Source: an optimization exercise on an open RTL-to-GDS flow (aim: small area, a short achievable clock period and few clock cycles per item). Production flows keep margins and buffers that such runs may drop.
Only simulation tests tie the RTL to the original design; equivalence was not proved.
The flow treats the clock pin as an ideal source, which a real chip does not have.

job 5082:
Design aesDecryptTop, start of the top module:
module aesDecryptTop
(
    input  logic   clk,
    input  logic   rstN,
    input  logic   inValid,
    input  logic [128-1:0]  cipherText,
    input  logic [1408-1:0] expandedKey,
    output logic   outValid,
    output logic [128-1:0]  plainText
);
Size: roughly 1400 flip-flops, roughly 1700 I/O pins.
==> flow/config.mk <==
export PLATFORM = sky130hd
export DESIGN_NAME = aesDecryptTop
export DESIGN_NICKNAME = aesDecryptTop
export VERILOG_FILES = /design/flow/design.v
export SDC_FILE = /design/flow/constraint.sdc
export NUM_CORES = 8
export LEC_CHECK = 0
export CAP_MARGIN = 20
export CORE_AREA = 4 4 376 376
export DIE_AREA = 0 0 380 380
export SLEW_MARGIN = 20
==> flow/constraint.sdc <==
create_clock -name core_clock -period 21.0 [get_ports {clk}]
set_input_delay 4.2000 -clock core_clock [delete_from_list [all_inputs] [get_ports {clk}]]
set_output_delay 4.2000 -clock core_clock [all_outputs]
set_load 0.01 [all_outputs]
standard.sh (not shown) runs the stock make flow with config.mk's settings and CLKGATE_MAP_FILE= SYNTH_SCRIPT=/design/flow/synth_recipe.tcl, a recipe that flattens the netlist after the stock synthesis.
==> flow/flow/run.sh <==
#!/bin/bash
# The standard layout (standard.sh), with:
#  - synthesis by synth_recipe.tcl, but ABC mapping with an area-oriented script
#    (abc -script replaced; flip-flops are mapped before ABC, so unchanged);
#  - buf_1 port buffers, pins one track apart;
#  - timing repair aiming below the 21 ns period (SETUP_SLACK_MARGIN);
#  - a clock tree of clkbuf_16 without dummy loads;
#  - the state flip-flops and output buffers one size up before the clock
#    tree (flow/pre_cts.tcl);
#  - if the routed layout has antenna violations, placement and routing are
#    redone once or twice with a slightly different placement density.
# Each run of standard.sh logs to standard_flow_N.log; ORFS keeps each step's
# log under orfs/logs/.
set -uo pipefail
W=$PWD
MARGIN="15.3"
CTSBUF="sky130_fd_sc_hd__clkbuf_16"
CTSEXTRA="-sink_clustering_size 25 -sink_clustering_max_diameter 80"
DENSITY="0.50"
EXTRA="GPL_ROUTABILITY_DRIVEN=0"
cp flow/map.abc $W/map.abc
cat > $W/my_synth.tcl <<EOT
proc abc {args} {
  set i [lsearch -exact \$args -script]
  if {\$i >= 0} { lset args [expr {\$i+1}] $W/map.abc }
  yosys abc {*}\$args
}
source $W/synth_recipe.tcl
EOT
run_flow() {
  bash standard.sh \
    SYNTH_SCRIPT=$W/my_synth.tcl \
    BUFFER_PORTS_ARGS="-buffer_cell sky130_fd_sc_hd__buf_1" \
    PLACE_PINS_ARGS="-min_distance 1 -min_distance_in_tracks" \
    SETUP_SLACK_MARGIN=$MARGIN \
    PRE_CTS_TCL=$W/flow/pre_cts.tcl \
    CTS_ARGS="-sink_clustering_enable -repair_clock_nets -dont_use_dummy_load -buf_list {$CTSBUF} $CTSEXTRA" \
    $EXTRA "$@"
}
antennas() {
  local odb=$W/orfs/results/sky130hd/aesDecryptTop/base/6_final.odb
  [[ -f $odb ]] || { echo 1; return; }
  printf 'read_db %s\nputs "ANTENNAS [check_antennas]"\n' "$odb" > $W/antennas.tcl
  openroad -no_init -exit $W/antennas.tcl > $W/antennas_check.log 2>&1
  grep -o 'ANTENNAS [0-9]*' $W/antennas_check.log | awk '{print $2}' | tail -1
}
run_flow PLACE_DENSITY=$DENSITY finish > standard_flow_0.log 2>&1
for try in 1 2; do
  n=$(antennas)
  echo "antenna check after try $((try-1)): ${n:-unknown}" >> flow_retries.log
  [[ "$n" == "0" ]] && break
  bash standard.sh clean_place clean_cts clean_route clean_finish > standard_clean_$try.log 2>&1
  d=$(python3 -c "print(f'{$DENSITY + 0.01*$try:.2f}')")
  run_flow PLACE_DENSITY=$d finish > standard_flow_$try.log 2>&1
done
==> flow/flow/map.abc <==
&get -n; &st; &dch; &nf -R 20; &put
Other scripts of this flow, unchanged in this note and not shown: flow/flow/pre_cts.tcl
Job 5082: PASS, flow complete, no timing, DRC or antenna violations
Testbench counts of job 5082, summed over its fixed seeds: cycles 5,640, items 512.
[inputs] job 3637 vs job 5082
-- flow/flow/run.sh --
<<< job 5082, line 17
CTSBUF="sky130_fd_sc_hd__clkbuf_16"
CTSEXTRA="-sink_clustering_size 25 -sink_clustering_max_diameter 80"
DENSITY="0.50"
EXTRA="GPL_ROUTABILITY_DRIVEN=0"
>>> job 3637, line 17
CTSBUF="sky130_fd_sc_hd__clkbuf_16"
CTSEXTRA="-sink_clustering_size 20 -sink_clustering_max_diameter 100"
DENSITY="0.60"
EXTRA="GPL_ROUTABILITY_DRIVEN=0"
==> results.txt <==
Across job 5082 and job 3637, the outcome is the same: a clean finish for every run.
Going from job 5082 to job 3637, sequential share of layout area comparable; setup slack rose by 0.0042 ns; layout overhead on the synthesized area now sits at about the same level.
[inputs] job 8571 vs job 3637
-- flow/flow/run.sh --
<<< job 3637, line 18
CTSEXTRA="-sink_clustering_size 20 -sink_clustering_max_diameter 100"
DENSITY="0.60"
EXTRA="GPL_ROUTABILITY_DRIVEN=0"
>>> job 8571, line 18
CTSEXTRA="-sink_clustering_size 20 -sink_clustering_max_diameter 100"
DENSITY="0.50"
EXTRA="GPL_ROUTABILITY_DRIVEN=0"
==> flow/flow/map.abc <==
&get -n; &st; &dch; &nf -R 5; &put
Results
The flow did not stop early for job 8571: all stages ran, and the layout cleared the timing, DRC and antenna checks.
Diff job 3637 -> job 8571: design area went up; global-route met1 utilization went up; number of placed instances, taps included went down.
Initial antenna violation count was higher in job 8571 than in job 3637.
Comparing job 8571 and job 3637, the lower net count of the mapped netlist was measured on job 8571.
From job 8571 to job 3637, worst-path maximum fanout did not move at all.
On sequential cell area fraction in the yosys report: between job 8571 and job 3637, it ends up lower for job 8571.
Job 8571 ends up with a number of signal-net buffers in the layout that is about 2.3% lower than in job 3637.
Looking only at sequential share of layout area, and setting everything else aside, the higher value of job 8571 and job 3637 goes to job 3637.
Of job 8571 and job 3637, it is job 8571 that has the higher final wirelength.

what the ideal ports hide:
The flow's constraints put no driver on any port. The routed layouts listed below were extracted and timed again, unchanged, in two steps.
Step 1, drivers: a clkbuf_16 drives clk and a buf_2 each remaining input, both assumed.
Step 2 moves the port delays by t, midway between the first and last clock arrival at a register: inputs arrive t later, outputs are due t later. That takes back most of the time a late clock gives input paths.
Slacks: ideal / step 1 / step 2; pairs: ideal / step 1.
run	t (ns)	setup slack, ns	hold WS [ns]	worst slew at a driven data input, ns	pins driven straight from the clock port
job 5082	0.758	15.329 / 15.250 / 14.687	0.364 / 0.364 / 0.364	0.17	1
job 3637	0.777	15.334 / 15.245 / 14.708	0.401 / 0.401 / 0.401	0.19	1
job 8571	0.777	15.335 / 15.245 / 14.679	0.383 / 0.383 / 0.383	0.20	1
After both steps every run listed still meets setup and hold. For job 8571, which loses most, drivers alone change the setup slack by -0.090 ns; drivers and shift together by -0.656 ns.
